Context: an optimization exercise on an open-source flow, tuned for a short achievable clock period and few clock cycles. The choices shown serve that exercise and are no tape-out recipe. RTL that was checked went through simulation tests only; none was proved equivalent to the original. No functional check of the RTL was part of runs 3 and 5. No activity file was given, so power comes from the tool's default toggle rates.

==> flow/run.sh <==
#!/bin/bash
# synth_recipe.tcl (not shown) runs the flow's synth.tcl, then flattens the netlist and writes it again
# the make line also repeats each setting of config.mk as NAME=value (left out here)
make -C /OpenROAD-flow-scripts/flow DESIGN_CONFIG=/design/flow/config.mk WORK_HOME=/design/flow/orfs CLKGATE_MAP_FILE= SYNTH_SCRIPT=/design/flow/synth_recipe.tcl finish
==> flow/config.mk <==
export PLATFORM = sky130hd
export DESIGN_NAME = pipeCpu
export DESIGN_NICKNAME = pipeCpu
export VERILOG_FILES = /design/flow/design.v
export SDC_FILE = /design/flow/constraint.sdc
export NUM_CORES = 4
export LEC_CHECK = 0
export CAP_MARGIN = 20
export CORE_MARGIN = 2
export CORE_UTILIZATION = 40
export PLACE_DENSITY = 0.6
export SLEW_MARGIN = 20
==> flow/constraint.sdc <==
create_clock -name core_clock -period 7.0 [get_ports {clk}]
set_input_delay 1.4000 -clock core_clock [delete_from_list [all_inputs] [get_ports {clk}]]
set_output_delay 1.4000 -clock core_clock [all_outputs]
set_load 0.01 [all_outputs]
==> flow/design.v <==
package mipsIsaPkg;
    localparam int WORD_W = 32;
    localparam int REG_W = 5;
    localparam logic [5:0] OP_RTYPE = 6'h00;
    localparam logic [5:0] OP_J     = 6'h02;
    localparam logic [5:0] OP_BEQ   = 6'h04;
    localparam logic [5:0] OP_BNE   = 6'h05;
    localparam logic [5:0] OP_ADDIU = 6'h09;
    localparam logic [5:0] OP_ORI   = 6'h0d;
    localparam logic [5:0] OP_LUI   = 6'h0f;
    localparam logic [5:0] OP_LW    = 6'h23;
    localparam logic [5:0] OP_SW    = 6'h2b;
    localparam logic [5:0] FN_ADDU = 6'h21;
    localparam logic [5:0] FN_SUBU = 6'h23;
    localparam logic [5:0] FN_AND  = 6'h24;
    localparam logic [5:0] FN_OR   = 6'h25;
    localparam logic [5:0] FN_SLT  = 6'h2a;
endpackage
`timescale 1ns/1ps
module registerFile (
    input  logic        clk,
    input  logic [4:0]  readReg1,
    input  logic [4:0]  readReg2,
    input  logic [4:0]  writeReg,
    input  logic [31:0] writeData,
    input  logic        regWrite,
    output logic [31:0] readData1,
    output logic [31:0] readData2
);
    logic [31:0] regs [1:31];
    always_ff @(posedge clk) begin
        if (regWrite && writeReg != 5'd0) begin
            regs[writeReg] <= writeData;
        end
    end
    assign readData1 = (readReg1 == 5'd0) ? 32'd0 : regs[readReg1];
    assign readData2 = (readReg2 == 5'd0) ? 32'd0 : regs[readReg2];
endmodule
`timescale 1ns/1ps
import mipsIsaPkg::*;
module pipeCpu (
    input  logic        clk,
    input  logic        rstN,
    output logic [31:0] pc,
    input  logic [31:0] inst,
    output logic [31:0] dataAddress,
    output logic [31:0] writeMemData,
    output logic        memRead,
    output logic        memWrite,
    input  logic [31:0] readMemData
);
    localparam bit PRED_FWD_BNE = 1'b1;
    logic [31:0] pcPlus4F;
    logic [5:0]  opF;
    logic        isJF;
    logic        isBrF;
    logic        predF;
    logic [31:0] jTargetF;
    logic [31:0] brTargetF;
    logic [16:0] brLoF;
    logic [13:0] brHiF;
    logic [31:0] fetchNext;
    logic        validD;
    logic [31:0] instD;
    logic [31:0] pcPlus4D;
    logic        predD;
    logic        regWriteE;
    logic        memReadE;
    logic        memWriteE;
    logic        isBrE;
    logic        isBneE;
    logic        predE;
    logic [4:0]  writeRegE;
    logic [31:0] aE;
    logic [31:0] bE;
    logic [31:0] immE;
    logic        useImmE;
    logic        subE;
    logic        andE;
    logic        orE;
    logic        sltE;
    logic        fwdMemAE;
    logic        fwdWbAE;
    logic        fwdMemBE;
    logic        fwdWbBE;
    logic [31:0] altPcE;
    logic        regWriteM;
    logic        memReadM;
    logic        memWriteM;
    logic [4:0]  writeRegM;
    logic [31:0] aluM;
    logic [31:0] storeM;
    logic [31:0] wbData;
    logic        redirect;
    logic        stall;
    assign pcPlus4F = pc + 32'd4;
    assign opF      = inst[31:26];
    assign isJF     = (opF == OP_J);
    assign isBrF    = (opF == OP_BEQ) || (opF == OP_BNE);
    assign predF    = isBrF && ((inst[25:21] == inst[20:16]) ? !opF[0]
                                : (inst[15] || (PRED_FWD_BNE && opF[0])));
    assign jTargetF = {pcPlus4F[31:28], inst[25:0], 2'b00};
    assign brLoF = {1'b0, pcPlus4F[17:2]} + {1'b0, inst[15:0]};
    always_comb begin
        case ({brLoF[16], inst[15]})
            2'b10:   brHiF = pcPlus4F[31:18] + 14'd1;
            2'b01:   brHiF = pcPlus4F[31:18] - 14'd1;
            default: brHiF = pcPlus4F[31:18];
        endcase
    end
    assign brTargetF = {brHiF, brLoF[15:0], 2'b00};
    assign fetchNext = isJF ? jTargetF : predF ? brTargetF : pcPlus4F;
    always_ff @(posedge clk or negedge rstN) begin
        if (!rstN) begin
            pc <= 32'd0;
        end else if (redirect) begin
            pc <= altPcE;
        end else if (!stall) begin
            pc <= fetchNext;
        end
    end
    always_ff @(posedge clk or negedge rstN) begin
        if (!rstN) begin
            validD <= 1'b0;
        end else if (redirect) begin
            validD <= 1'b0;
        end else if (!stall) begin
            validD <= 1'b1;
        end
    end
    always_ff @(posedge clk) begin
        if (!stall) begin
            instD    <= inst;
            pcPlus4D <= pcPlus4F;
            predD    <= predF;
        end
    end
    logic [5:0]  opD;
    logic [5:0]  fnD;
    logic [4:0]  rsD;
    logic [4:0]  rtD;
    logic        known;
    logic        usesRs;
    logic        usesRt;
    logic        useImm;
    logic        writes;
    logic        writeRd;
    logic        memReadD;
    logic        memWriteD;
    logic        isBrD;
    logic        subD;
    logic        andD;
    logic        orD;
    logic        sltD;
    logic [31:0] immD;
    logic [4:0]  srcA;
    logic [4:0]  srcB;
    logic [4:0]  writeRegD;
    logic        regWriteD;
    logic [31:0] rf1;
    logic [31:0] rf2;
    logic [31:0] wbNext;
    assign opD = instD[31:26];
    assign fnD = instD[5:0];
    assign rsD = instD[25:21];
    assign rtD = instD[20:16];
    always_comb begin
        known     = 1'b1;
        usesRs    = 1'b1;
        usesRt    = 1'b0;
        useImm    = 1'b0;
        writes    = 1'b0;
        writeRd   = 1'b0;
        memReadD  = 1'b0;
        memWriteD = 1'b0;
        isBrD     = 1'b0;
        subD      = 1'b0;
        andD      = 1'b0;
        orD       = 1'b0;
        sltD      = 1'b0;
        immD      = {{16{instD[15]}}, instD[15:0]};
        case (opD)
            OP_RTYPE: begin
                usesRt  = 1'b1;
                writes  = 1'b1;
                writeRd = 1'b1;
                case (fnD)
                    FN_ADDU: ;
                    FN_SUBU: subD = 1'b1;
                    FN_AND:  andD = 1'b1;
                    FN_OR:   orD  = 1'b1;
                    FN_SLT: begin
                        subD = 1'b1;
                        sltD = 1'b1;
                    end
                    default: known = 1'b0;
                endcase
            end
            OP_ADDIU: begin
                useImm = 1'b1;
                writes = 1'b1;
            end
            OP_ORI: begin
                useImm = 1'b1;
                writes = 1'b1;
                orD    = 1'b1;
                immD   = {16'd0, instD[15:0]};
            end
            OP_LUI: begin
                usesRs = 1'b0;
                useImm = 1'b1;
                writes = 1'b1;
                immD   = {instD[15:0], 16'd0};
            end
            OP_LW: begin
                useImm   = 1'b1;
                writes   = 1'b1;
                memReadD = 1'b1;
            end
            OP_SW: begin
                usesRt    = 1'b1;
                useImm    = 1'b1;
                memWriteD = 1'b1;
            end
            OP_BEQ, OP_BNE: begin
                usesRt = 1'b1;
                isBrD  = 1'b1;
            end
            default: known = 1'b0;
        endcase
        if (!validD || !known) begin
            usesRs    = 1'b0;
            usesRt    = 1'b0;
            writes    = 1'b0;
            memReadD  = 1'b0;
            memWriteD = 1'b0;
            isBrD     = 1'b0;
        end
    end
    assign srcA      = usesRs ? rsD : 5'd0;
    assign srcB      = usesRt ? rtD : 5'd0;
    assign writeRegD = writeRd ? instD[15:11] : rtD;
    assign regWriteD = writes && (writeRegD != 5'd0);
    assign wbNext = memReadM ? readMemData : aluM;
    registerFile u_registerFile (
        .clk       (clk),
        .readReg1  (srcA),
        .readReg2  (srcB),
        .writeReg  (writeRegM),
        .writeData (wbNext),
        .regWrite  (regWriteM),
        .readData1 (rf1),
        .readData2 (rf2)
    );
    assign stall = memReadE && regWriteE
                   && ((srcA != 5'd0 && srcA == writeRegE) || (srcB != 5'd0 && srcB == writeRegE));
    always_ff @(posedge clk or negedge rstN) begin
        if (!rstN) begin
            regWriteE <= 1'b0;
            memReadE  <= 1'b0;
            memWriteE <= 1'b0;
            isBrE     <= 1'b0;
        end else if (redirect || stall) begin
            regWriteE <= 1'b0;
            memReadE  <= 1'b0;
            memWriteE <= 1'b0;
            isBrE     <= 1'b0;
        end else begin
            regWriteE <= regWriteD;
            memReadE  <= memReadD;
            memWriteE <= memWriteD;
            isBrE     <= isBrD;
        end
    end
    always_ff @(posedge clk) begin
        isBneE    <= opD[0];
        predE     <= predD;
        writeRegE <= writeRegD;
        aE        <= rf1;
        bE        <= rf2;
        immE      <= immD;
        useImmE   <= useImm;
        subE      <= subD;
        andE      <= andD;
        orE       <= orD;
        sltE      <= sltD;
        fwdMemAE  <= (srcA != 5'd0) && regWriteE && (writeRegE == srcA);
        fwdWbAE   <= (srcA != 5'd0) && regWriteM && (writeRegM == srcA);
        fwdMemBE  <= (srcB != 5'd0) && regWriteE && (writeRegE == srcB);
        fwdWbBE   <= (srcB != 5'd0) && regWriteM && (writeRegM == srcB);
        altPcE    <= predD ? pcPlus4D : pcPlus4D + {immD[29:0], 2'b00};
    end
    logic [31:0] aV;
    logic [31:0] rtV;
    logic [31:0] opB;
    logic [31:0] sum;
    logic        lt;
    logic [31:0] aluOut;
    logic        taken;
    assign aV  = fwdMemAE ? aluM : fwdWbAE ? wbData : aE;
    assign rtV = fwdMemBE ? aluM : fwdWbBE ? wbData : bE;
    assign opB = useImmE ? immE : rtV;
    assign sum = aV + (subE ? ~opB : opB) + {31'd0, subE};
    assign lt  = (aV[31] != opB[31]) ? aV[31] : sum[31];
    always_comb begin
        if (andE)      aluOut = aV & opB;
        else if (orE)  aluOut = aV | opB;
        else if (sltE) aluOut = {31'd0, lt};
        else           aluOut = sum;
    end
    assign taken    = (aV == rtV) ^ isBneE;
    assign redirect = isBrE && (taken != predE);
    always_ff @(posedge clk or negedge rstN) begin
        if (!rstN) begin
            regWriteM <= 1'b0;
            memReadM  <= 1'b0;
            memWriteM <= 1'b0;
        end else begin
            regWriteM <= regWriteE;
            memReadM  <= memReadE;
            memWriteM <= memWriteE;
        end
    end
    always_ff @(posedge clk) begin
        writeRegM <= writeRegE;
        aluM      <= aluOut;
        storeM    <= rtV;
        wbData    <= wbNext;
    end
    assign dataAddress  = aluM;
    assign writeMemData = storeM;
    assign memRead      = memReadM;
    assign memWrite     = memWriteM;
endmodule
==> impl_metrics.toml, run 1 <==
[critical_path]
critPathCaptureType = "register"
critPathMaxFanout = 7
cp.required_ns = 7.73
worst_path_most_repeated_cell = "nand2_1"
worstPathArrival_ns = 7.26
critPathMaxStageDelay_ns = 0.49
path_class = "register to register"
crit_path_start_kind = "register"
critPathSlowestCell = "dfrtp_1"

[cells_and_area]
regMostFlops = "u_registerFile.regs"
fin_util = 0.4563
largest_register_ffs = 992
layout.nets = 6112
final-instance-count-excl-fill = 8303
synthToLayoutAreaGrowth_pct = 13.31
fillers = 15230
drive_gt1_frac = 0.1436

[synthesis]
async_flop_share = 0.02981
syn_inst = 5909
synth_area_per_cell_sq_um = 11.55
yosysSeqAreaShare = 0.5516
yosysMostFrequentCell = "edfxtp_1"
synthDistinctLibCells = 110
synth_area_leader_cell = "edfxtp_1"
synth_nets = 6063
yosysWarningCount = 2
netlist.area_leader.share = 0.4651
ys_seq_elements = 1342
synth_edf_count = 1057
synth_area_leaders = "edfxtp_1 (47%), dfxtp_1 (7.2%), mux4_2 (6.3%)"
ys.flop_type = "edfxtp_1"
synthesis.area_sq_mm = 0.06825
synthTopCellsByCount = "edfxtp_1 (1057), nand2_1 (807), a21oi_1 (396)"

[clock_tree]
numCtsBuffers = 148
cts-root-buf = "clkbuf_16"
clockBufferDepth = 3
clk_pin_slew_ns = 0.06
cts-htree-levels = 4
cts_tree = "yes"
cts_sinks = 1342
clock_latency_ns = 0.82

[place]
port-buffer-count = 163
placedCellCount = 8026
dp_hpwl_um = 152800
gp_congestion = 0.9329

[floorplanning]
pin_count = 164
die_y_um = 417.1
die_area_sq_mm = 0.1739
rows = 151
die_w_um = 417.1
start_util = 0.4027
coreArea_sq_mm = 0.1695

[drt]
vias_per_cell = 6.169
avgRoutedWirePerCell_um = 28.87
drc = 0
drtIter0Drc = 6654
antenna_left = 0
drt-total-wl_um = 239700
vias = 51220
dr.pass1.iters = 6

[timing]
skew_ns = 0.03339
drv_slew = 0
report.final.hold_viol_count = 0
period_share = 0.9317
relSlewSlack = 0.2269
max_freq_mhz = 153.3
period_needed_ns = 6.522
tns_ns = 0
worstMarginPinSlew_ns = 1.157
rsz0062_at_grt = "false"
finalSetupViolCount = 0

[global_routing]
grt_pass1_wl_um = 343300
overflow = 0
grt.total_usage = 0.2697
grt_use_met1 = 0.3542
antenna_found_initial = 17
globalRouteMet2Util = 0.4300
grt_max_degree = 109
grt_pass1_vias = 49640
grt.busiest_layer = "met2"
grtUsageMet3 = 0.04242

[pwr]
power_density_mw_per_mm2 = 269.6
p_int_mw = 14.97
p_sw_frac = 0.2821
vdd_drop_max_mv = 0.2577
power_switching_mw = 5.880
p_leak_nw = 27.03
combPwrFrac = 0.173
clkPwrFrac = 0.374
p_seq_frac = 0.453

[run_status]
status = "no timing/DRC/antenna violations"

[worst_hold_path]
min_path_type = "register to register"

[run]
cap_viol_max_count = 0
-- cell type report --
cell class | instances | area [sq um] | share of cell area
well taps | 2218 | 2775 | 0.03589
flip-flops and latches | 1342 | 37650 | 0.4869
multi-input cells | 4031 | 28590 | 0.3697
repair buffers | 331 | 3100 | 0.04009
diodes | 5 | 12.51 | 0.0001618
clock inverters | 82 | 842.1 | 0.01089
clock buffers | 190 | 3965 | 0.05127
inverters | 104 | 391.6 | 0.005064
-- kinds of logic (layout without fill, tap and decap cells) --
| kind of cell | count (synthesis) | after routing | share of synthesized area |
|---|---|---|---|
| AOI/OAI and AO/OA | 1353 | 1353 | 0.1225 |
| xor gates and xnor gates | 177 | 177 | 0.02294 |
| adders and majority gates | 88 | 88 | 0.01657 |
| buffers and inverters | 536 | 707 | 0.03513 |
| DFF | 1342 | 1342 | 0.5516 |
| muxes | 666 | 666 | 0.1366 |
| other | 0 | 5 | 0 |
| and+or+nand+nor | 1747 | 1747 | 0.1146 |
-- power by group through the flow --
| stage | sequential (mW) | combinational [mW] | clock [mW] |
|---|---|---|---|
| CTS | 9.43 | 3.54 | 7.87 |
| finish | 9.44 | 3.61 | 7.80 |
| global placement | 9.59 | 3.51 | 0 |
| detailed placement | 9.59 | 3.51 | 0 |
| floorplan | 9.44 | 2.28 | 0 |
| global route | 9.46 | 3.91 | 8.18 |
-- metrics by stage --
stage	cell area (sq um)	power, mW	setup WS, ns	hold WS (ns)
floorplan	68250	11.72	0.6002	0.3233
global placement	72500	13.09	-0.5136	0.3254
detailed placement	72500	13.10	-0.4329	0.3322
CTS	77300	20.84	0.2477	0.3437
global route	77320	21.56	0.04031	0.3459
finish	77330	20.85	0.4782	0.3394
-- critical path, delay by kind of cell (launching register included) --
kind                     cells  cell delay [ns]
XOR/XNOR                     1             0.33
flip-flops                   1             0.49
AO/OA/AOI/OAI               13             3.07
adder cells (fa/ha/maj)      3             0.82
AND/OR/NAND/NOR              8             1.44
buffers and inverters        2             0.28
-- layout by cell type (no fill, tap or decap), types with 34 or more instances in the layout --
cell             Yosys  final
dfxtp_1            245    240
xnor2_1            121    121
dfrtp_1             40     39
mux2_2             175    175
clkbuf_16            0    151
inv_1               98     97
o211ai_1            55     55
mux2i_1            287    287
nand2_1            807    800
a31oi_1            123    123
a21o_1              58     58
mux4_2             191    191
nor3_1              65     65
nor2_4               0     40
buf_4               23    151
o21ai_0            345    343
o22ai_1             77     77
nand3_1            162    161
nand2b_1            84     84
edfxtp_1          1057   1057
clkdlybuf4s50_1      0    162
a211oi_1            44     44
xor2_1              54     53
clkbuf_1           262     35
nor2_1             380    341
ha_1                84     83
a21oi_1            396    394
o21ai_1             32     34
and3_1             104    104
-- worst paths after layout --
check	startpoint	end	slack (ns)	cells after the start
min	pcPlus4D[1]$_DFFE_PN_	altPcE[1]$_DFF_P_	0.34	0
min reg2reg	pcPlus4D[1]$_DFFE_PN_	altPcE[1]$_DFF_P_	0.34	0
max in group asynchronous	rstN	memReadM$_DFF_PN0_	5.81	2
max reg2reg	pc[5]$_DFFE_PN0P_	pc[29]$_DFFE_PN0P_	0.48	27
max	pc[5]$_DFFE_PN0P_	pc[29]$_DFFE_PN0P_	0.48	27
min in group asynchronous	rstN	pc[6]$_DFFE_PN0P_	0.69	2
-- per-layer routing --
layer / routed length [um] / part of all wire / vias up
met4: 13740 / 0.057 / 10
met1: 94900 / 0.40 / 25690
met5: 63 / 0.00026 / -
met2: 110400 / 0.46 / 2672
li1: - / - / 22270
met3: 20660 / 0.086 / 577
-- repair_timing --
item / in CTS / in global routing
hold buffers: 0 / 0
buffers inserted: 0 / 0
endpoints found under the setup margin: 0 / 7
resized for setup: 0 / 7
Testbench counts, summed over its fixed seeds: cycles 14,105.
==> inputs of run 2 (changes only) <==
--- a/flow/config.mk
+++ b/flow/config.mk
@@ -7,2 +7,3 @@
 export LEC_CHECK = 0
+export ABC_CLOCK_PERIOD_IN_PS = 2500
 export CAP_MARGIN = 20
@@ -11,2 +12,4 @@
 export PLACE_DENSITY = 0.6
+export SETUP_SLACK_MARGIN = 4.0
 export SLEW_MARGIN = 20
+export TNS_END_PERCENT = 100
==> impl_metrics.toml, run 2 <==
[run_status]
status = "no timing/DRC/antenna violations"

[synthesis]
synth_area_leader_cell = "edfxtp_1"
synthDistinctLibCells = 110
synthesis.area_sq_mm = 0.06825
yosysSeqAreaShare = 0.5516
netlist.area_leader.share = 0.4651
synthTopCellsByCount = "edfxtp_1 (1057), nand2_1 (807), a21oi_1 (396)"
yosysWarningCount = 2
synth_edf_count = 1057
syn_inst = 5909
synth_area_leaders = "edfxtp_1 (47%), dfxtp_1 (7.2%), mux4_2 (6.3%)"
ys.flop_type = "edfxtp_1"
synth_nets = 6063
async_flop_share = 0.02981
ys_seq_elements = 1342
synth_area_per_cell_sq_um = 11.55
yosysMostFrequentCell = "edfxtp_1"

[critical_path]
r2r_slack_ns = 1.36
crit_buf_inv = 0
path_depth = 25
critPathSlowestCell = "dfrtp_2"
worstPathArrival_ns = 6.39
reg2reg_depth = 25
crit_path_start_kind = "register"
critPathMaxStageDelay_ns = 0.47
path_class = "register to register"
critPathMaxFanout = 6
critPathCaptureType = "register"
cp.required_ns = 7.74
reg2reg_from = "pc[2]$_DFFE_PN0P_"
crit_family = "compound AO/OA/AOI/OAI gates"
r2r_end = "pc[29]$_DFFE_PN0P_"

[drt]
avgRoutedWirePerCell_um = 31.90
drt-total-wl_um = 283600
dr.pass1.iters = 8
vias = 57340
vias_per_cell = 6.450
drtIter0Drc = 8616
drc = 0
antenna_left = 0

[cells_and_area]
synthToLayoutAreaGrowth_pct = 31.89
regMostFlops = "u_registerFile.regs"
largest_register_ffs = 992
drive_gt1_frac = 0.3306
final_common_cell = "edfxtp_1"
fin_util = 0.5311
layout_common_cells = "edfxtp_1 (1057), nand2_1 (713), buf_4 (402), nor2_1 (324), a21oi_1 (286)"
layout.nets = 6695

[clock_tree]
clock_latency_ns = 0.83
cts_sinks = 1342
numCtsBuffers = 149
cts-htree-levels = 4
cts_tree = "yes"
cts-root-buf = "clkbuf_16"
clockBufferDepth = 3
clk_pin_slew_ns = 0.06

[timing]
worstMarginPinSlew_ns = 1.098
period_needed_ns = 5.643
period_share = 0.8061
finalSetupViolCount = 0
report.final.hold_viol_count = 0
skew_ns = 0.03644
relSlewSlack = 0.2678
max_freq_mhz = 177.2
drv_slew = 0
rsz0062_at_grt = "true"

[worst_hold_path]
hold_depth = 0
hp-start = "pcPlus4D[0]$_DFFE_PN_"
hold_end = "altPcE[0]$_DFF_P_"
min_path_type = "register to register"

[floorplanning]
pin_count = 164
start_util = 0.4027
die_area_sq_mm = 0.1739
rows = 151
coreArea_sq_mm = 0.1695
die_w_um = 417.1
die_y_um = 417.1

[place]
gp_congestion = 0.9248
port-buffer-count = 163
dp_hpwl_um = 149500

[global_routing]
overflow = 0
grt_pass1_vias = 53850
grt.total_usage = 0.3105
grt_max_degree = 154
antenna_found_initial = 8
grt_pass1_wl_um = 389600

[pwr]
power.total_mw = 22.38
vdd_drop_max_mv = 0.3029
power_density_mw_per_mm2 = 248.6
p_leak_nw = 32.42

[run]
cap_viol_max_count = 0
## run 2: cell types whose count changed in the layout (fill, tap and decap cells not counted), sizes merged, moves of 9 or more
cell / previous run / this run
dlygate4sd2: 0 / 79
clkdlybuf4s50: 162 / 52
bufbuf: 0 / 10
clkinv: 62 / 45
clkbuf: 190 / 213
nand2: 808 / 823
buf: 169 / 731
clkinvlp: 4 / 13
clkdlybuf4s15: 0 / 10
## run 2: how the worst max path moves through the flow
stage               slack, ns                  to         startpoint
floorplan                1.19  pc[29]$_DFFE_PN0P_            inst[0]
global placement         0.04  pc[29]$_DFFE_PN0P_            inst[0]
detailed placement     -0.005  pc[29]$_DFFE_PN0P_            inst[0]
CTS                      1.49  pc[29]$_DFFE_PN0P_            inst[0]
global route             1.14  pc[29]$_DFFE_PN0P_  pc[2]$_DFFE_PN0P_
finish                   1.36  pc[29]$_DFFE_PN0P_  pc[2]$_DFFE_PN0P_
## run 2: cells by family after synthesis
| kind of cell | share of synthesized area |
|---|---|
| compound gates | 0.1225 |
| xor+xnor | 0.02294 |
| buf+inv | 0.03513 |
| mux | 0.1366 |
| fa+ha+maj | 0.01657 |
| simple gates | 0.1146 |
| flops | 0.5516 |
## run 2: per-stage QoR
step / worst slack [ns] / TNS, ns / instance area (sq um) / hold WS [ns] / instances
after floorplan: 1.186 / 0 / 69020 / 0.3233 / 5909
after global placement: 0.03909 / 0 / 72780 / 0.3300 / 7990
after detailed placement: -0.005282 / -0.005282 / 72810 / 0.3342 / 7991
after CTS: 1.492 / 0 / 86640 / 0.3419 / 8728
after global routing: 1.142 / 0 / 89980 / 0.3637 / 8879
final: 1.357 / 0 / 90010 / 0.3423 / 8890
## run 2: layout make-up
class,count,area [sq um]
fillers,13930,79460
flip-flops and latches,1342,37750
multi-input cells,4048,33720
repair buffers,896,10570
clock buffers,200,4178
well taps,2218,2775
clock inverters,70,589.3
inverters,104,394.1
diodes,12,30.03
## run 2: worst reg2reg max path: stages (launching register included)
cell and delay, ns:
dfrtp_2 0.47, ha_4 0.22, xor2_4 0.24, ha_4 0.24, nor2b_4 0.12, o21ai_2 0.16, a21boi_2 0.09, o21ai_2 0.20
a21oi_2 0.11, a31oi_2 0.20, o21ai_2 0.12, a31oi_4 0.23, o21bai_1 0.11, a21oi_2 0.19, ha_2 0.23, ha_4 0.22
nand2_4 0.08, and2b_2 0.23, a2111oi_4 0.40, a211oi_2 0.10, o221ai_1 0.19, o211ai_1 0.17, a311o_2 0.41, o311a_1 0.36
o311ai_2 0.27, a21boi_2 0.19
## run 2: repair_timing
action,CTS,global route
setup buffers,388,137
hold buffers,0,0
resized for setup,1145,472
setup endpoints to repair,321,231
pin swaps,261,257
gates cloned,79,13
## run 2: report_power, final
part	internal [mW]	switching, mW	total (mW)
Clock	4.43	3.39	7.82
Sequential	9.06	0.375	9.44
Combinational	2.29	2.83	5.12
## run 2: per-layer routing
metal | GRT usage | part of all wire | up-vias
met5 | 0 | 0.00010 | -
met4 | 0.2017 | 0.078 | 4
met3 | 0.06429 | 0.11 | 1016
met2 | 0.4725 | 0.44 | 4116
met1 | 0.4030 | 0.37 | 28640
li1 | - | - | 23560
==> inputs of run 3 (changes only) <==
--- a/flow/design.v
+++ b/flow/design.v
@@ -39,2 +39,42 @@
 `timescale 1ns/1ps
+module ksAdd #(
+    parameter int W = 32
+) (
+    input  logic [W-1:0] a,
+    input  logic [W-1:0] b,
+    input  logic         cin,
+    output logic [W-1:0] sum,
+    output logic         cout
+);
+    localparam int LV = $clog2(W);
+    logic [(LV+1)*W-1:0] g;
+    logic [(LV+1)*W-1:0] p;
+    logic [W-1:0]        hp;
+    assign hp = a ^ b;
+    genvar l, j;
+    generate
+        for (j = 0; j < W; j++) begin : gInit
+            if (j == 0) begin : gLsb
+                assign g[j] = (a[0] & b[0]) | (hp[0] & cin);
+            end else begin : gBit
+                assign g[j] = a[j] & b[j];
+            end
+            assign p[j] = hp[j];
+        end
+        for (l = 0; l < LV; l++) begin : gLvl
+            for (j = 0; j < W; j++) begin : gCell
+                if (j >= (1 << l)) begin : gMerge
+                    assign g[(l+1)*W + j] = g[l*W + j] | (p[l*W + j] & g[l*W + j - (1 << l)]);
+                    assign p[(l+1)*W + j] = p[l*W + j] & p[l*W + j - (1 << l)];
+                end else begin : gPass
+                    assign g[(l+1)*W + j] = g[l*W + j];
+                    assign p[(l+1)*W + j] = p[l*W + j];
+                end
+            end
+        end
+    endgenerate
+    assign sum  = hp ^ {g[LV*W +: W-1], cin};
+    assign cout = g[LV*W + W-1];
+endmodule
+`timescale 1ns/1ps
 import mipsIsaPkg::*;
@@ -52,16 +92,6 @@
     localparam bit PRED_FWD_BNE = 1'b1;
-    logic [31:0] pcPlus4F;
-    logic [5:0]  opF;
-    logic        isJF;
-    logic        isBrF;
-    logic        predF;
-    logic [31:0] jTargetF;
-    logic [31:0] brTargetF;
-    logic [16:0] brLoF;
-    logic [13:0] brHiF;
-    logic [31:0] fetchNext;
     logic        validD;
     logic [31:0] instD;
-    logic [31:0] pcPlus4D;
     logic        predD;
+    logic [31:0] pcPlus4D;
     logic        regWriteE;
@@ -75,4 +105,3 @@
     logic [31:0] bE;
-    logic [31:0] immE;
-    logic        useImmE;
+    logic [31:0] tE;
     logic        subE;
@@ -85,2 +114,4 @@
     logic        fwdWbBE;
+    logic        fwdMemTE;
+    logic        fwdWbTE;
     logic [31:0] altPcE;
@@ -92,2 +123,4 @@
     logic [31:0] storeM;
+    logic        regWriteW;
+    logic [4:0]  writeRegW;
     logic [31:0] wbData;
@@ -95,3 +128,27 @@
     logic        stall;
-    assign pcPlus4F = pc + 32'd4;
+    logic [31:0] pcPlus4F;
+    logic        pcIncCo;
+    logic [5:0]  opF;
+    logic        isJF;
+    logic        isBrF;
+    logic        predF;
+    logic [31:0] jTargetF;
+    logic        shortF;
+    logic [6:0]  brLoF;
+    logic        brLoCo;
+    logic [22:0] hiP1F;
+    logic [22:0] hiM1F;
+    logic        hiP1Co;
+    logic        hiM1Co;
+    logic [22:0] brHiF;
+    logic [31:0] brTargetF;
+    logic [31:0] fetchNext;
+    ksAdd #(.W(30)) u_pcInc (
+        .a    (pc[31:2]),
+        .b    (30'd0),
+        .cin  (1'b1),
+        .sum  (pcPlus4F[31:2]),
+        .cout (pcIncCo)
+    );
+    assign pcPlus4F[1:0] = pc[1:0];
     assign opF      = inst[31:26];
@@ -99,14 +156,36 @@
     assign isBrF    = (opF == OP_BEQ) || (opF == OP_BNE);
-    assign predF    = isBrF && ((inst[25:21] == inst[20:16]) ? !opF[0]
-                                : (inst[15] || (PRED_FWD_BNE && opF[0])));
+    assign shortF   = (inst[15:6] == 10'h000) || (inst[15:6] == 10'h3ff);
+    assign predF    = isBrF && shortF
+                      && ((inst[25:21] == inst[20:16]) ? !opF[0]
+                          : (inst[15] || (PRED_FWD_BNE && opF[0])));
     assign jTargetF = {pcPlus4F[31:28], inst[25:0], 2'b00};
-    assign brLoF = {1'b0, pcPlus4F[17:2]} + {1'b0, inst[15:0]};
+    ksAdd #(.W(7)) u_brLo (
+        .a    (pc[8:2]),
+        .b    (inst[6:0]),
+        .cin  (1'b1),
+        .sum  (brLoF),
+        .cout (brLoCo)
+    );
+    ksAdd #(.W(23)) u_hiP1 (
+        .a    (pc[31:9]),
+        .b    (23'd0),
+        .cin  (1'b1),
+        .sum  (hiP1F),
+        .cout (hiP1Co)
+    );
+    ksAdd #(.W(23)) u_hiM1 (
+        .a    (pc[31:9]),
+        .b    ({23{1'b1}}),
+        .cin  (1'b0),
+        .sum  (hiM1F),
+        .cout (hiM1Co)
+    );
     always_comb begin
-        case ({brLoF[16], inst[15]})
-            2'b10:   brHiF = pcPlus4F[31:18] + 14'd1;
-            2'b01:   brHiF = pcPlus4F[31:18] - 14'd1;
-            default: brHiF = pcPlus4F[31:18];
+        case ({brLoCo, inst[6]})
+            2'b10:   brHiF = hiP1F;
+            2'b01:   brHiF = hiM1F;
+            default: brHiF = pc[31:9];
         endcase
     end
-    assign brTargetF = {brHiF, brLoF[15:0], 2'b00};
+    assign brTargetF = {brHiF, brLoF, 2'b00};
     assign fetchNext = isJF ? jTargetF : predF ? brTargetF : pcPlus4F;
@@ -133,4 +212,4 @@
             instD    <= inst;
-            pcPlus4D <= pcPlus4F;
             predD    <= predF;
+            pcPlus4D <= pcPlus4F;
         end
@@ -156,2 +235,3 @@
     logic [4:0]  srcA;
+    logic [4:0]  srcT;
     logic [4:0]  srcB;
@@ -161,3 +241,7 @@
     logic [31:0] rf2;
+    logic [31:0] rsValD;
+    logic [31:0] rtValD;
     logic [31:0] wbNext;
+    logic [29:0] brTargetD;
+    logic        brTargetCo;
     assign opD = instD[31:26];
@@ -239,14 +323,21 @@
     end
+    ksAdd #(.W(30)) u_brFull (
+        .a    (pcPlus4D[31:2]),
+        .b    ({{14{instD[15]}}, instD[15:0]}),
+        .cin  (1'b0),
+        .sum  (brTargetD),
+        .cout (brTargetCo)
+    );
     assign srcA      = usesRs ? rsD : 5'd0;
-    assign srcB      = usesRt ? rtD : 5'd0;
+    assign srcT      = usesRt ? rtD : 5'd0;
+    assign srcB      = useImm ? 5'd0 : srcT;
     assign writeRegD = writeRd ? instD[15:11] : rtD;
     assign regWriteD = writes && (writeRegD != 5'd0);
-    assign wbNext = memReadM ? readMemData : aluM;
     registerFile u_registerFile (
         .clk       (clk),
-        .readReg1  (srcA),
-        .readReg2  (srcB),
-        .writeReg  (writeRegM),
-        .writeData (wbNext),
-        .regWrite  (regWriteM),
+        .readReg1  (rsD),
+        .readReg2  (rtD),
+        .writeReg  (writeRegW),
+        .writeData (wbData),
+        .regWrite  (regWriteW),
         .readData1 (rf1),
@@ -254,4 +345,6 @@
     );
+    assign rsValD = (regWriteW && writeRegW == rsD) ? wbData : rf1;
+    assign rtValD = (regWriteW && writeRegW == rtD) ? wbData : rf2;
     assign stall = memReadE && regWriteE
-                   && ((srcA != 5'd0 && srcA == writeRegE) || (srcB != 5'd0 && srcB == writeRegE));
+                   && ((srcA != 5'd0 && srcA == writeRegE) || (srcT != 5'd0 && srcT == writeRegE));
     always_ff @(posedge clk or negedge rstN) begin
@@ -278,6 +371,5 @@
         writeRegE <= writeRegD;
-        aE        <= rf1;
-        bE        <= rf2;
-        immE      <= immD;
-        useImmE   <= useImm;
+        aE        <= (opD == OP_LUI) ? 32'd0 : rsValD;
+        bE        <= useImm ? immD : rtValD;
+        tE        <= rtValD;
         subE      <= subD;
@@ -290,8 +382,11 @@
         fwdWbBE   <= (srcB != 5'd0) && regWriteM && (writeRegM == srcB);
-        altPcE    <= predD ? pcPlus4D : pcPlus4D + {immD[29:0], 2'b00};
+        fwdMemTE  <= (srcT != 5'd0) && regWriteE && (writeRegE == srcT);
+        fwdWbTE   <= (srcT != 5'd0) && regWriteM && (writeRegM == srcT);
+        altPcE    <= predD ? pcPlus4D : {brTargetD, 2'b00};
     end
     logic [31:0] aV;
-    logic [31:0] rtV;
-    logic [31:0] opB;
+    logic [31:0] bV;
+    logic [31:0] tV;
     logic [31:0] sum;
+    logic        sumCo;
     logic        lt;
@@ -299,10 +394,16 @@
     logic        taken;
-    assign aV  = fwdMemAE ? aluM : fwdWbAE ? wbData : aE;
-    assign rtV = fwdMemBE ? aluM : fwdWbBE ? wbData : bE;
-    assign opB = useImmE ? immE : rtV;
-    assign sum = aV + (subE ? ~opB : opB) + {31'd0, subE};
-    assign lt  = (aV[31] != opB[31]) ? aV[31] : sum[31];
+    assign aV = fwdMemAE ? aluM : fwdWbAE ? wbData : aE;
+    assign bV = fwdMemBE ? aluM : fwdWbBE ? wbData : bE;
+    assign tV = fwdMemTE ? aluM : fwdWbTE ? wbData : tE;
+    ksAdd #(.W(32)) u_alu (
+        .a    (aV),
+        .b    (bV ^ {32{subE}}),
+        .cin  (subE),
+        .sum  (sum),
+        .cout (sumCo)
+    );
+    assign lt = (aV[31] != bV[31]) ? aV[31] : sum[31];
     always_comb begin
-        if (andE)      aluOut = aV & opB;
-        else if (orE)  aluOut = aV | opB;
+        if (andE)      aluOut = aV & bV;
+        else if (orE)  aluOut = aV | bV;
         else if (sltE) aluOut = {31'd0, lt};
@@ -310,3 +411,3 @@
     end
-    assign taken    = (aV == rtV) ^ isBneE;
+    assign taken    = (aV == bV) ^ isBneE;
     assign redirect = isBrE && (taken != predE);
@@ -326,4 +427,3 @@
         aluM      <= aluOut;
-        storeM    <= rtV;
-        wbData    <= wbNext;
+        storeM    <= tV;
     end
@@ -333,2 +433,14 @@
     assign memWrite     = memWriteM;
+    assign wbNext = memReadM ? readMemData : aluM;
+    always_ff @(posedge clk or negedge rstN) begin
+        if (!rstN) begin
+            regWriteW <= 1'b0;
+        end else begin
+            regWriteW <= regWriteM;
+        end
+    end
+    always_ff @(posedge clk) begin
+        writeRegW <= writeRegM;
+        wbData    <= wbNext;
+    end
 endmodule
--- a/flow/config.mk
+++ b/flow/config.mk
@@ -12,3 +12,3 @@
 export PLACE_DENSITY = 0.6
-export SETUP_SLACK_MARGIN = 4.0
+export SETUP_SLACK_MARGIN = 4.2
 export SLEW_MARGIN = 20
==> impl_metrics.toml, run 3 <==
[run_status]
status = "no timing/DRC/antenna violations"

[worst_hold_path]
min_path_type = "register to register"

[run]
cap_viol_max_count = 0

[synthesis]
yosysWarningCount = 2
synthTopCellsByCount = "edfxtp_1 (1057), mux4_2 (557), nor2_1 (315)"
synthesis.area_sq_mm = 0.06701
async_flop_share = 0.03017
yosysSeqAreaShare = 0.5670
yosysMostFrequentCell = "edfxtp_1"
netlist.area_leader.share = 0.4737
synth_area_leaders = "edfxtp_1 (47%), mux4_2 (19%), dfxtp_1 (7.8%)"
synthDistinctLibCells = 100
ys_seq_elements = 1359
synth_area_leader_cell = "edfxtp_1"
syn_inst = 4534
synth_edf_count = 1057
synth_area_per_cell_sq_um = 14.78
synth_nets = 4736
ys.flop_type = "edfxtp_1"

[clock_tree]
clock_latency_ns = 0.81
clockBufferDepth = 3
cts-htree-levels = 4
cts_tree = "yes"
cts_sinks = 1359
numCtsBuffers = 150
clk_pin_slew_ns = 0.06
ctsHoldBuffers = 0
cts-root-buf = "clkbuf_16"

[floorplanning]
die_area_sq_mm = 0.1708
die_w_um = 413.3
die_y_um = 413.3
coreArea_sq_mm = 0.1668
pin_count = 164
start_util = 0.4016
rows = 150

[global_routing]
overflow = 0
grt_pass1_vias = 44010
grt_max_degree = 101
grt.total_usage = 0.2610
antenna_found_initial = 3
grt_pass1_wl_um = 317800

[drt]
antenna_left = 0
dr.pass1.iters = 6
avgRoutedWirePerCell_um = 31.40
vias = 45240
drc = 0
drt-total-wl_um = 229900
drtIter0Drc = 6134
vias_per_cell = 6.180

[cells_and_area]
drive_gt1_frac = 0.3617
final-instance-count-excl-fill = 7321
final_common_cell = "edfxtp_1"
synthToLayoutAreaGrowth_pct = 23.56
fin_util = 0.4962
finalInstanceArea_sq_mm = 0.08279
regMostFlops = "u_registerFile.regs"
largest_register_ffs = 992
layout.nets = 5199
layout_common_cells = "edfxtp_1 (1057), mux4_2 (557), buf_4 (285), nor2_1 (270), nand2_1 (243)"
diodes = 0
fillers = 13780

[critical_path]
crit_path_start_kind = "register"
worstPathArrival_ns = 4.41
critPathMaxStageDelay_ns = 0.43
critPathMaxFanout = 6
critPathSlowestCell = "dfxtp_4"
path_class = "register to register"
crit_chain = "buf_12 > buf_16 > mux2i_1 > nor2_1 > a21oi_2 > xnor2_1 > ha_1 > a21oi_1 > nand3b_1 > a2bb2oi_4 > a21boi_4 > o21ai_2 > nor3_2 > o41ai_2 > xnor2_1 > a221oi_2 > a21oi_1"
cp.required_ns = 7.64
critPathCaptureType = "register"

[place]
dp_worst_setup_slack_ns = 2.069
place_area_sq_mm = 0.07144
port-buffer-count = 163
placedCellCount = 6681
dp_hpwl_um = 128700
gp_congestion = 0.9049

[timing]
rsz0062_at_grt = "true"
fin_hold_ws_ns = 0.3617
period_needed_ns = 3.776
period_share = 0.5395
report.final.hold_viol_count = 0
skew_ns = 0.04311
worstMarginPinSlew_ns = 1.186
max_freq_mhz = 264.8
drv_slew = 0
tns_ns = 0
relSlewSlack = 0.2089
finalSetupViolCount = 0
worst_slack_ns = 3.224

[pwr]
power.total_mw = 24.97
p_leak_nw = 28.48
vdd_drop_max_mv = 0.2527
power_density_mw_per_mm2 = 301.6
==> run 3: worst paths after layout <==
| path | startpoint | end | slack, ns | depth (start not counted) |
|---|---|---|---|---|
| max | fwdWbBE$_DFF_P_ | aluM[28]$_DFF_P_ | 3.22 | 17 |
| min | memWriteE$_DFF_PN0_ | memWriteM$_DFF_PN0_ | 0.36 | 0 |
| max reg2reg | fwdWbBE$_DFF_P_ | aluM[28]$_DFF_P_ | 3.22 | 17 |
| min reg2reg | memWriteE$_DFF_PN0_ | memWriteM$_DFF_PN0_ | 0.36 | 0 |
| max in group asynchronous | rstN | memReadM$_DFF_PN0_ | 5.80 | 2 |
| min in group asynchronous | rstN | memWriteE$_DFF_PN0_ | 0.71 | 2 |
==> run 3: layer usage <==
| metal | global-route usage | wire length (um) |
|---|---|---|
| met1 | 0.3454 | 88420 |
| met2 | 0.4175 | 109100 |
| met3 | 0.05142 | 20810 |
| met4 | 0.1167 | 11500 |
| met5 | 0 | 34 |
==> run 3: cell type report <==
type | count | area [sq um] | area share
sequential | 1359 | 38310 | 0.4627
multi-input combinational | 2733 | 29380 | 0.3549
timing repair buffer | 628 | 7019 | 0.08478
clock buffer | 197 | 4160 | 0.05025
tap | 2204 | 2758 | 0.03331
clock inverter | 75 | 653.1 | 0.007889
inverter | 123 | 494.2 | 0.005969
timing repair inverter | 2 | 16.27 | 0.0001965
==> run 3: kinds of logic (layout without fill, tap and decap cells) <==
| family | Yosys count | in the layout | synth area share |
|---|---|---|---|
| buffers and inverters | 445 | 1025 | 0.02881 |
| flip-flops | 1359 | 1359 | 0.5670 |
| AND/OR/NAND/NOR | 854 | 856 | 0.05816 |
| adder cells (fa/ha/maj) | 136 | 136 | 0.02573 |
| AO/OA/AOI/OAI | 750 | 751 | 0.07030 |
| multiplexers | 829 | 829 | 0.2290 |
| XOR/XNOR | 161 | 161 | 0.02104 |
==> run 3: report_power, final <==
part	leakage, nW	internal [mW]	switching, mW
combinational	13.8	2.57	2.95
sequential	12.3	10.2	1.38
clock	2.36	4.52	3.30
==> run 3: critical path, delay by kind of cell, from the launching register on <==
kind	cells	cell delay [ns]
compound gates	8	1.72
simple gates	3	0.36
buf+inv	2	0.27
fa+ha+maj	1	0.39
mux	1	0.21
xor+xnor	2	0.24
flops	1	0.43
==> run 3: timing repair <==
action | in CTS | in global routing
gates resized for setup | 903 | 237
cloned | 23 | 18
pin swaps | 75 | 77
setup buffers | 232 | 95
setup endpoints to repair | 552 | 338
==> inputs of run 4 (changes only) <==
--- a/flow/design.v
+++ b/flow/design.v
@@ -48,3 +48,3 @@
 );
-    localparam int LV = $clog2(W);
+    localparam int LV = (W <= 2) ? 1 : (W <= 4) ? 2 : (W <= 8) ? 3 : (W <= 16) ? 4 : (W <= 32) ? 5 : 6;
     logic [(LV+1)*W-1:0] g;
==> impl_metrics.toml, run 4 <==
[run_status]
status = "no timing/DRC/antenna violations"

[clock_tree]
cts-htree-levels = 4
numCtsBuffers = 150
cts_sinks = 1359
cts_tree = "yes"
clock_latency_ns = 0.81
clk_pin_slew_ns = 0.06
cts-root-buf = "clkbuf_16"
clockBufferDepth = 3

[synthesis]
syn_inst = 4534
synth_area_leader_cell = "edfxtp_1"
synth_nets = 4736
netlist.area_leader.share = 0.4737
ys_seq_elements = 1359
ys.flop_type = "edfxtp_1"
synthTopCellsByCount = "edfxtp_1 (1057), mux4_2 (557), nor2_1 (315)"
synth_area_per_cell_sq_um = 14.78
synth_area_leaders = "edfxtp_1 (47%), mux4_2 (19%), dfxtp_1 (7.8%)"
async_flop_share = 0.03017
yosysMostFrequentCell = "edfxtp_1"
yosysSeqAreaShare = 0.5670
synthDistinctLibCells = 100
synth_edf_count = 1057
yosysWarningCount = 2
synthesis.area_sq_mm = 0.06701

[critical_path]
worstPathArrival_ns = 4.41
path_class = "register to register"
critPathCaptureType = "register"
critPathMaxFanout = 6
crit_path_start_kind = "register"
cp.required_ns = 7.64

[floorplanning]
coreArea_sq_mm = 0.1668
die_w_um = 413.3
die_area_sq_mm = 0.1708
rows = 150
start_util = 0.4016
pin_count = 164
die_y_um = 413.3

[timing]
worstMarginPinSlew_ns = 1.186
fin_hold_ws_ns = 0.3617
drv_slew = 0
finalSetupViolCount = 0
period_share = 0.5395
relSlewSlack = 0.2089
rsz0062_at_grt = "true"
report.final.hold_viol_count = 0
tns_ns = 0
max_freq_mhz = 264.8
period_needed_ns = 3.776
skew_ns = 0.04311

[place]
dp_hpwl_um = 128700
place_area_sq_mm = 0.07144
port-buffer-count = 163
gp_congestion = 0.9049

[cells_and_area]
diodes = 0
finalInstanceArea_sq_mm = 0.08279
regMostFlops = "u_registerFile.regs"
final_common_cell = "edfxtp_1"
largest_register_ffs = 992
synthToLayoutAreaGrowth_pct = 23.56
drive_gt1_frac = 0.3617
layout_common_cells = "edfxtp_1 (1057), mux4_2 (557), buf_4 (285), nor2_1 (270), nand2_1 (243)"
fillers = 13780
layout.nets = 5199

[pwr]
power.total_mw = 24.97
p_leak_nw = 28.48
vdd_drop_max_mv = 0.2527
power_density_mw_per_mm2 = 301.6

[global_routing]
grt.total_usage = 0.2610
grt_max_degree = 101
overflow = 0
antenna_found_initial = 3
grt_pass1_wl_um = 317800
grt_pass1_vias = 44010

[drt]
antenna_left = 0
avgRoutedWirePerCell_um = 31.40
drtIter0Drc = 6134
vias = 45240
drt-total-wl_um = 229900
dr.pass1.iters = 6
drc = 0
vias_per_cell = 6.180

[worst_hold_path]
min_path_type = "register to register"

[run]
cap_viol_max_count = 0
==> run 4: cell counts in the layout (fill, tap and decap cells not counted) <==
No cell type changed its count.
==> run 4: power breakdown <==
| part | switching (mW) | internal (mW) |
|---|---|---|
| clock | 3.30 | 4.52 |
| combinational | 2.95 | 2.57 |
| sequential | 1.38 | 10.2 |
| total | 7.63 | 17.3 |
==> run 4: area by class of cell <==
type	instances	area (sq um)	area share
Sequential cell	1359	38310	0.4627
Multi-Input combinational cell	2733	29380	0.3549
Timing Repair Buffer	628	7019	0.08478
Clock buffer	197	4160	0.05025
Tap cell	2204	2758	0.03331
Clock inverter	75	653.1	0.007889
Inverter	123	494.2	0.005969
Timing Repair inverter	2	16.27	0.0001965
==> run 4: logic make-up (layout without fill, tap and decap cells) <==
family	Yosys count	count (layout)	synth area share
flip-flops	1359	1359	0.5670
AND/OR/NAND/NOR	854	856	0.05816
multiplexers	829	829	0.2290
AO/OA/AOI/OAI	750	751	0.07030
buffers and inverters	445	1025	0.02881
XOR/XNOR	161	161	0.02104
adder cells (fa/ha/maj)	136	136	0.02573
==> run 4: path summary, 6_finish.rpt <==
check	from	endpoint	slack, ns	cells after the start
min in group asynchronous	rstN	memWriteE$_DFF_PN0_	0.71	2
hold reg to reg	memWriteE$_DFF_PN0_	memWriteM$_DFF_PN0_	0.36	0
hold / removal	memWriteE$_DFF_PN0_	memWriteM$_DFF_PN0_	0.36	0
setup reg to reg	fwdWbBE$_DFF_P_	aluM[28]$_DFF_P_	3.22	17
setup / recovery	fwdWbBE$_DFF_P_	aluM[28]$_DFF_P_	3.22	17
max in group asynchronous	rstN	memReadM$_DFF_PN0_	5.80	2
==> run 4: what timing repair did <==
item,4_1_cts,5_1_grt
endpoints found under the setup margin,552,338
resized for setup,903,237
setup buffers,232,95
cloned,23,18
pin swaps,75,77
hold buffers,0,0
==> run 4: routing by layer <==
layer | share of wire | routed length [um] | global-route usage
met5 | 0.00015 | 34 | 0
met4 | 0.050 | 11500 | 0.1167
met3 | 0.091 | 20810 | 0.05142
met2 | 0.47 | 109100 | 0.4175
met1 | 0.38 | 88420 | 0.3454
==> run 4: metrics by stage <==
step,utilization,setup WS [ns],std cells
finish,0.4962,3.224,7321
global route,0.4962,3.095,7321
CTS,0.4835,3.284,7208
detailed placement,0.4282,2.069,6681
global placement,0.4281,2.134,6679
floorplan,-,3.517,4534
==> run 4: critical path, stage by stage, from the launching register on <==
cell	delay, ns
dfxtp_4	0.43
buf_12	0.14
buf_16	0.13
mux2i_1	0.21
nor2_1	0.07
a21oi_2	0.18
xnor2_1	0.10
ha_1	0.39
a21oi_1	0.30
nand3b_1	0.21
a2bb2oi_4	0.26
a21boi_4	0.11
o21ai_2	0.21
nor3_2	0.08
o41ai_2	0.34
xnor2_1	0.14
a221oi_2	0.25
a21oi_1	0.07
Testbench counts of run 4, summed over its fixed seeds: cycles 14,105.
==> inputs of run 5 (changes only) <==
--- a/flow/design.v
+++ b/flow/design.v
@@ -48,3 +48,3 @@
 );
-    localparam int LV = (W <= 2) ? 1 : (W <= 4) ? 2 : (W <= 8) ? 3 : (W <= 16) ? 4 : (W <= 32) ? 5 : 6;
+    localparam int LV = $clog2(W);
     logic [(LV+1)*W-1:0] g;
@@ -112,6 +112,10 @@
     logic        fwdWbAE;
+    logic        fwdRegAE;
     logic        fwdMemBE;
     logic        fwdWbBE;
+    logic        fwdRegBE;
     logic        fwdMemTE;
     logic        fwdWbTE;
+    logic        fwdRegTE;
+    logic        addE;
     logic [31:0] altPcE;
@@ -367,2 +371,9 @@
     end
+    logic fMemA, fWbA, fMemB, fWbB, fMemT, fWbT;
+    assign fMemA = (srcA != 5'd0) && regWriteE && (writeRegE == srcA);
+    assign fWbA  = (srcA != 5'd0) && regWriteM && (writeRegM == srcA);
+    assign fMemB = (srcB != 5'd0) && regWriteE && (writeRegE == srcB);
+    assign fWbB  = (srcB != 5'd0) && regWriteM && (writeRegM == srcB);
+    assign fMemT = (srcT != 5'd0) && regWriteE && (writeRegE == srcT);
+    assign fWbT  = (srcT != 5'd0) && regWriteM && (writeRegM == srcT);
     always_ff @(posedge clk) begin
@@ -378,8 +389,12 @@
         sltE      <= sltD;
-        fwdMemAE  <= (srcA != 5'd0) && regWriteE && (writeRegE == srcA);
-        fwdWbAE   <= (srcA != 5'd0) && regWriteM && (writeRegM == srcA);
-        fwdMemBE  <= (srcB != 5'd0) && regWriteE && (writeRegE == srcB);
-        fwdWbBE   <= (srcB != 5'd0) && regWriteM && (writeRegM == srcB);
-        fwdMemTE  <= (srcT != 5'd0) && regWriteE && (writeRegE == srcT);
-        fwdWbTE   <= (srcT != 5'd0) && regWriteM && (writeRegM == srcT);
+        fwdMemAE  <= fMemA;
+        fwdWbAE   <= fWbA && !fMemA;
+        fwdRegAE  <= !fMemA && !fWbA;
+        fwdMemBE  <= fMemB;
+        fwdWbBE   <= fWbB && !fMemB;
+        fwdRegBE  <= !fMemB && !fWbB;
+        fwdMemTE  <= fMemT;
+        fwdWbTE   <= fWbT && !fMemT;
+        fwdRegTE  <= !fMemT && !fWbT;
+        addE      <= !andD && !orD && !sltD;
         altPcE    <= predD ? pcPlus4D : {brTargetD, 2'b00};
@@ -394,5 +409,5 @@
     logic        taken;
-    assign aV = fwdMemAE ? aluM : fwdWbAE ? wbData : aE;
-    assign bV = fwdMemBE ? aluM : fwdWbBE ? wbData : bE;
-    assign tV = fwdMemTE ? aluM : fwdWbTE ? wbData : tE;
+    assign aV = ({32{fwdMemAE}} & aluM) | ({32{fwdWbAE}} & wbData) | ({32{fwdRegAE}} & aE);
+    assign bV = ({32{fwdMemBE}} & aluM) | ({32{fwdWbBE}} & wbData) | ({32{fwdRegBE}} & bE);
+    assign tV = ({32{fwdMemTE}} & aluM) | ({32{fwdWbTE}} & wbData) | ({32{fwdRegTE}} & tE);
     ksAdd #(.W(32)) u_alu (
@@ -405,8 +420,4 @@
     assign lt = (aV[31] != bV[31]) ? aV[31] : sum[31];
-    always_comb begin
-        if (andE)      aluOut = aV & bV;
-        else if (orE)  aluOut = aV | bV;
-        else if (sltE) aluOut = {31'd0, lt};
-        else           aluOut = sum;
-    end
+    assign aluOut = ({32{andE}} & (aV & bV)) | ({32{orE}} & (aV | bV))
+                    | ({32{addE}} & sum) | {31'd0, sltE & lt};
     assign taken    = (aV == bV) ^ isBneE;
==> impl_metrics.toml, run 5 <==
[synthesis]
syn_inst = 4330
synth_area_leaders = "edfxtp_1 (48%), mux4_2 (19%), dfxtp_1 (8.1%)"
ys_seq_elements = 1363
synth_nets = 4532
async_flop_share = 0.03008
synthTopCellsByCount = "edfxtp_1 (1057), mux4_2 (556), nor2_1 (279)"
synth_edf_count = 1057
netlist.area_leader.share = 0.4821
ys.flop_type = "edfxtp_1"
yosysSeqAreaShare = 0.5783
yosysWarningCount = 2
synthDistinctLibCells = 90
synth_area_per_cell_sq_um = 15.20
synthesis.area_sq_mm = 0.06583
yosysMostFrequentCell = "edfxtp_1"
synth_area_leader_cell = "edfxtp_1"

[clock_tree]
clk_pin_slew_ns = 0.06
clock_latency_ns = 0.81
ctsHoldBuffers = 0
cts_tree = "yes"
cts_sinks = 1363
clockBufferDepth = 3
cts-htree-levels = 4
numCtsBuffers = 146
cts-root-buf = "clkbuf_16"

[floorplanning]
die_area_sq_mm = 0.1678
rows = 148
coreArea_sq_mm = 0.1631
pin_count = 164
start_util = 0.4035
die_w_um = 409.7
die_y_um = 409.7

[critical_path]
reg2reg_from = "fwdMemAE$_DFF_P_"
cp.required_ns = 7.72
critPathMaxFanout = 8
reg2reg_depth = 16
worstPathArrival_ns = 4.47
crit_path_start_kind = "register"
r2r_slack_ns = 3.26
path_class = "register to register"
r2r_end = "pc[18]$_DFFE_PN0P_"
critPathCaptureType = "register"

[run]
cap_viol_max_count = 0

[worst_hold_path]
hp-start = "memWriteE$_DFF_PN0_"
hold_end = "memWriteM$_DFF_PN0_"
hold_depth = 0
min_path_type = "register to register"

[drt]
avgRoutedWirePerCell_um = 32.60
drt-total-wl_um = 232800
vias_per_cell = 6.370
dr.pass1.iters = 9
drtIter0Drc = 6482
drc = 0
antenna_left = 0
vias = 45490

[cells_and_area]
final_common_cell = "edfxtp_1"
synthToLayoutAreaGrowth_pct = 24.68
drive_gt1_frac = 0.3774
fillers = 13350
regMostFlops = "u_registerFile.regs"
final-instance-count-excl-fill = 7141
layout_common_cells = "edfxtp_1 (1057), mux4_2 (556), buf_4 (360), nor2_1 (237), nand2_1 (224)"
layout.nets = 5046
fin_util = 0.5031
largest_register_ffs = 992

[global_routing]
grt_pass1_vias = 43970
antenna_found_initial = 4
grt_max_degree = 71
grt.total_usage = 0.2646
grt_pass1_wl_um = 318600
overflow = 0

[place]
port-buffer-count = 163
gp_congestion = 0.9211
dp_worst_setup_slack_ns = 2.015
placedCellCount = 6447
dp_hpwl_um = 124600

[timing]
max_freq_mhz = 267.2
period_needed_ns = 3.743
rsz0062_at_grt = "true"
worst_slack_ns = 3.257
drv_slew = 0
relSlewSlack = 0.1492
tns_ns = 0
report.final.hold_viol_count = 0
worstMarginPinSlew_ns = 1.268
period_share = 0.5347
skew_ns = 0.03213
finalSetupViolCount = 0
fin_hold_ws_ns = 0.3480

[run_status]
status = "no timing/DRC/antenna violations"

[pwr]
vdd_drop_max_mv = 0.2729
p_leak_nw = 28.72
power_density_mw_per_mm2 = 298.1
run 5: power by group:
group / switching (mW) / internal [mW]
clock network: 3.37 / 4.34
registers: 1.33 / 10.3
logic: 2.71 / 2.47
run 5: what timing repair did:
| item | CTS | global route |
|---|---|---|
| endpoints found under the hold margin | 0 | 0 |
| pin swaps | 117 | 105 |
| buffers inserted | 282 | 105 |
| gates resized for setup | 805 | 247 |
| cloned | 22 | 15 |
| endpoints found under the setup margin | 589 | 218 |
run 5: kinds of logic after synthesis:
group                      synth area share
and+or+nand+nor                     0.05487
DFF                                  0.5783
buffers and inverters               0.02670
AOI/OAI and AO/OA                   0.07414
xor gates and xnor gates            0.02115
adders and majority gates           0.02619
muxes                                0.2186
run 5: layout make-up:
| cell class | instances | area (sq um) | area share |
|---|---|---|---|
| inverter | 136 | 551.8 | 0.006722 |
| timing repair buffer | 670 | 7224 | 0.08802 |
| antenna | 1 | 2.502 | 0.00003049 |
| clock buffer | 198 | 4018 | 0.04895 |
| clock inverter | 71 | 698.2 | 0.008506 |
| timing repair inverter | 3 | 21.27 | 0.0002591 |
| tap | 2175 | 2721 | 0.03315 |
| multi-input combinational | 2524 | 28470 | 0.3469 |
| sequential | 1363 | 38370 | 0.4675 |
run 5: layer usage:
metal  GRT usage  vias up  routed length, um
li1            -    18490                  -
met3     0.05065      647              23870
met5           0        -                 45
met2      0.4176     2833             107600
met4      0.1294        6              13850
met1      0.3515    23520              87450
run 5: critical path: stages (launching register included):
cell        delay (ns)
dfxtp_4           0.37
buf_12            0.14
buf_16            0.15
a222oi_1          0.42
inv_1             0.16
ha_4              0.24
nor4_4            0.31
nand4_1           0.29
nor2_2            0.26
xnor2_1           0.14
and2_4            0.18
buf_12            0.12
clkinvlp_4        0.17
buf_8             0.20
a2111oi_4         0.30
o21ai_1           0.14
nand2_1           0.09
run 5: how the worst max path moves through the flow:
stage | startpoint | to | slack, ns | cells past startpoint
final | fwdMemAE$_DFF_P_ | pc[18]$_DFFE_PN0P_ | 3.26 | 16
after global routing | fwdMemAE$_DFF_P_ | pc[18]$_DFFE_PN0P_ | 3.16 | 15
after CTS | fwdMemAE$_DFF_P_ | pc[14]$_DFFE_PN0P_ | 3.50 | 14
after detailed placement | inst[6] | pc[16]$_DFFE_PN0P_ | 2.02 | 10
after global placement | inst[6] | pc[16]$_DFFE_PN0P_ | 2.02 | 10
after floorplan | writeRegW[3]$_DFF_P_ | u_registerFile.regs[10][0]$_DFFE_PP_ | 3.52 | 3
run 5: per-stage QoR:
step / power [mW] / cell area, sq um
detailed placement: 15.48 / 70350
CTS: 23.97 / 79790
finish: 24.47 / 82080
global placement: 15.43 / 70320
global route: 25.23 / 82080
floorplan: 13.57 / 66320
==> inputs of run 6 (changes only) <==
--- a/flow/design.v
+++ b/flow/design.v
@@ -48,3 +48,3 @@
 );
-    localparam int LV = $clog2(W);
+    localparam int LV = (W <= 2) ? 1 : (W <= 4) ? 2 : (W <= 8) ? 3 : (W <= 16) ? 4 : (W <= 32) ? 5 : 6;
     logic [(LV+1)*W-1:0] g;
@@ -100,4 +100,4 @@
     logic        isBrE;
-    logic        isBneE;
-    logic        predE;
+    logic        flipE;
+    logic [7:0]  eqSelE;
     logic [4:0]  writeRegE;
@@ -378,5 +378,17 @@
     assign fWbT  = (srcT != 5'd0) && regWriteM && (writeRegM == srcT);
+    logic fwA, frA, fwB, frB;
+    assign fwA = fWbA && !fMemA;
+    assign frA = !fMemA && !fWbA;
+    assign fwB = fWbB && !fMemB;
+    assign frB = !fMemB && !fWbB;
     always_ff @(posedge clk) begin
-        isBneE    <= opD[0];
-        predE     <= predD;
+        flipE     <= opD[0] ^ predD;
+        eqSelE[0] <= (fMemA && fMemB) || (fwA && fwB);
+        eqSelE[1] <= (fMemA && fwB) || (fwA && fMemB);
+        eqSelE[2] <= fMemA && frB;
+        eqSelE[3] <= fwA && frB;
+        eqSelE[4] <= frA && fMemB;
+        eqSelE[5] <= frA && fwB;
+        eqSelE[6] <= frA && frB;
+        eqSelE[7] <= 1'b0;
         writeRegE <= writeRegD;
@@ -422,4 +434,13 @@
                     | ({32{addE}} & sum) | {31'd0, sltE & lt};
-    assign taken    = (aV == bV) ^ isBneE;
-    assign redirect = isBrE && (taken != predE);
+    logic [7:0] eqPair;
+    assign eqPair[0] = 1'b1;
+    assign eqPair[1] = (aluM == wbData);
+    assign eqPair[2] = (aluM == bE);
+    assign eqPair[3] = (wbData == bE);
+    assign eqPair[4] = (aE == aluM);
+    assign eqPair[5] = (aE == wbData);
+    assign eqPair[6] = (aE == bE);
+    assign eqPair[7] = 1'b0;
+    assign taken    = |(eqSelE & eqPair);
+    assign redirect = isBrE && (taken != flipE);
     always_ff @(posedge clk or negedge rstN) begin
==> flow/flow/run.sh (new file) <==
#!/bin/bash
set -euo pipefail
bash standard.sh MATCH_CELL_FOOTPRINT=0 "BUFFER_PORTS_ARGS=-buffer_cell sky130_fd_sc_hd__buf_4" finish > flow_standard.log 2>&1
==> flow/standard.sh (new file) <==
#!/bin/bash
# synth_recipe.tcl (not shown) runs the flow's synth.tcl, then flattens the netlist and writes it again
# the make line also repeats each setting of config.mk as NAME=value (left out here)
make -C /OpenROAD-flow-scripts/flow DESIGN_CONFIG=/design/flow/config.mk WORK_HOME=/design/flow/orfs CLKGATE_MAP_FILE= SYNTH_SCRIPT=/design/flow/synth_recipe.tcl "${@:-finish}"
removed: flow/run.sh
==> impl_metrics.toml, run 6 <==
[synthesis]
synthTopCellsByCount = "edfxtp_1 (1057), mux4_2 (559), nor2_1 (313)"
synthMuxAreaShare = 0.2177
ys.flop_type = "edfxtp_1"
yosysWarningCount = 2
synth_edf_count = 1057
ys_seq_elements = 1369
yosysSeqAreaShare = 0.5616
synth_area_leaders = "edfxtp_1 (47%), mux4_2 (19%), dfxtp_1 (8.0%)"
synthDistinctLibCells = 93
syn_inst = 4665
synthAdderAreaFrac = 0.01395
async_flop_share = 0.02995
synth-simple-area-share = 0.05928
synthesis.area_sq_mm = 0.06801
synth_area_leader_cell = "edfxtp_1"
yosysMostFrequentCell = "edfxtp_1"
synth_xor_area_frac = 0.04289
netlist.area_leader.share = 0.4667
synth_compound_gate_area_share = 0.07481
synth_top_family_by_area = "multiplexers"
synth_nets = 4805
synth_area_per_cell_sq_um = 14.58

[cells_and_area]
layout_common_cells = "edfxtp_1 (1057), mux4_2 (559), buf_4 (508), nor2_1 (278), nand2_1 (235)"
final-instance-count-excl-fill = 7511
drive_gt1_frac = 0.3738
finalInstanceArea_sq_mm = 0.08397
regMostFlops = "u_registerFile.regs"
final_common_cell = "edfxtp_1"
largest_register_ffs = 992
layout.nets = 5311
synthToLayoutAreaGrowth_pct = 23.48

[critical_path]
crit_family = "compound AO/OA/AOI/OAI gates"
cp.required_ns = 7.74
critPathCaptureType = "register"
reg2reg_from = "fwdMemAE$_DFF_P_"
crit_chain = "buf_12 > a222oi_1 > mux2i_1 > fa_2 > a21oi_4 > o21ai_2 > a21oi_2 > o21bai_2 > a31o_4 > a22oi_2 > o211ai_1 > a2111oi_0 > nand3b_1"
worstPathArrival_ns = 4.14
critPathMaxStageDelay_ns = 0.45
crit_buf_inv = 1
crit_path_start_kind = "register"
crit_path_start = "fwdMemAE$_DFF_P_"
reg2reg_depth = 13
critPathMaxFanout = 16
critPathSlowestCell = "a222oi_1"
path_class = "register to register"
path_depth = 13

[place]
gp_congestion = 0.9596
placedCellCount = 6773
place_area_sq_mm = 0.07222
port-buffer-count = 163
dp_hpwl_um = 142100

[timing]
period_share = 0.4856
drv_slew = 0
worstMarginPinSlew_ns = 1.236
tns_ns = 0
skew_ns = 0.03446
relSlewSlack = 0.1759
rsz0062_at_grt = "true"
max_freq_mhz = 294.2
report.final.hold_viol_count = 0
period_needed_ns = 3.399
finalSetupViolCount = 0

[clock_tree]
clk_pin_slew_ns = 0.07
clock_latency_ns = 0.81
clockBufferDepth = 3
ctsHoldBuffers = 0
cts_tree = "yes"
cts-htree-levels = 4
numCtsBuffers = 148
cts-root-buf = "clkbuf_16"
cts_sinks = 1369

[global_routing]
grt.total_usage = 0.2798
antenna_found_initial = 12
grt_pass1_wl_um = 345400
grt_pass1_vias = 46240
overflow = 0
grt_max_degree = 69

[drt]
drtIter0Drc = 7493
dr.pass1.iters = 11
antenna_left = 0
avgRoutedWirePerCell_um = 33.56
drt-total-wl_um = 252000
vias = 47950
drc = 0
vias_per_cell = 6.384

[run]
cap_viol_max_count = 0

[floorplanning]
coreArea_sq_mm = 0.1691
rows = 151
die_w_um = 416.3
start_util = 0.4022
die_y_um = 416.3
pin_count = 164
die_area_sq_mm = 0.1733

[worst_hold_path]
hold_depth = 0
min_path_type = "register to register"
hp-start = "memWriteE$_DFF_PN0_"

[pwr]
vdd_drop_max_mv = 0.2965
power_density_mw_per_mm2 = 312.6
p_leak_nw = 29.51

[run_status]
status = "no timing/DRC/antenna violations"
## run 6: area by class of cell
class                   instances  area [sq um]
repair buffers                731          7456
clock inverters                67         665.6
inverters                     133         528.0
multi-input cells            2787         30070
well taps                    2218          2775
diodes                          9         22.52
fillers                     14200         85120
flip-flops and latches       1369         38470
clock buffers                 196          3976
repair inverters                1         7.507
## run 6: logic make-up after synthesis
kind of cell,count (synthesis)
flip-flops,1369
AND/OR/NAND/NOR,869
AO/OA/AOI/OAI,737
adder cells (fa/ha/maj),74
buffers and inverters,511
XOR/XNOR,333
multiplexers,772
## run 6: through the flow
| step | util | setup slack, ns | hold slack, ns | power, mW |
|---|---|---|---|---|
| after floorplan | - | 3.417 | 0.3312 | 14.41 |
| after global placement | 0.4271 | 2.530 | 0.3430 | 16.64 |
| after detailed placement | 0.4271 | 2.542 | 0.3404 | 16.68 |
| after CTS | 0.4831 | 3.606 | 0.3549 | 25.39 |
| after global routing | 0.4966 | 3.483 | 0.3700 | 27.02 |
| final | 0.4966 | 3.601 | 0.3564 | 26.25 |
## run 6: final timing paths
check                                      end  slack, ns
max                           aluM[30]$_DFF_P_       3.60
min                        memWriteM$_DFF_PN0_       0.36
max reg2reg                   aluM[30]$_DFF_P_       3.60
min reg2reg                memWriteM$_DFF_PN0_       0.36
max in group asynchronous   pc[21]$_DFFE_PN0P_       5.84
min in group asynchronous    pc[4]$_DFFE_PN0P_       0.63
## run 6: timing repair
item / CTS / global route
cloned: 28 / 17
setup buffers: 313 / 107
pin swaps: 107 / 88
gates resized for setup: 427 / 212
endpoints found under the setup margin: 675 / 246
## run 6: report_power, final
part / total (mW) / leakage, nW / internal, mW / switching (mW)
clock: 7.66 / 2.27 / 4.29 / 3.37
sequential: 11.4 / 12.4 / 10.2 / 1.18
combinational: 7.18 / 14.9 / 3.16 / 4.02
total: 26.2 / 29.5 / 17.7 / 8.58
## run 6: layer usage
layer | vias up | GRT usage | routed length (um)
met3 | 646 | 0.05560 | 26530
met4 | 4 | 0.1390 | 14230
li1 | 19520 | - | -
met1 | 24650 | 0.3769 | 95820
met5 | - | 0 | 27
met2 | 3123 | 0.4333 | 115400
Testbench counts of run 6, summed over its fixed seeds: cycles 14,105.

Check on run 6: ideal ports give 3.601 ns setup slack; a clkbuf_16 on the clock port and buf_2 on the inputs give 3.601 ns; moving port delays by the midpoint clock arrival (0.887 ns) as well gives 2.971 ns.
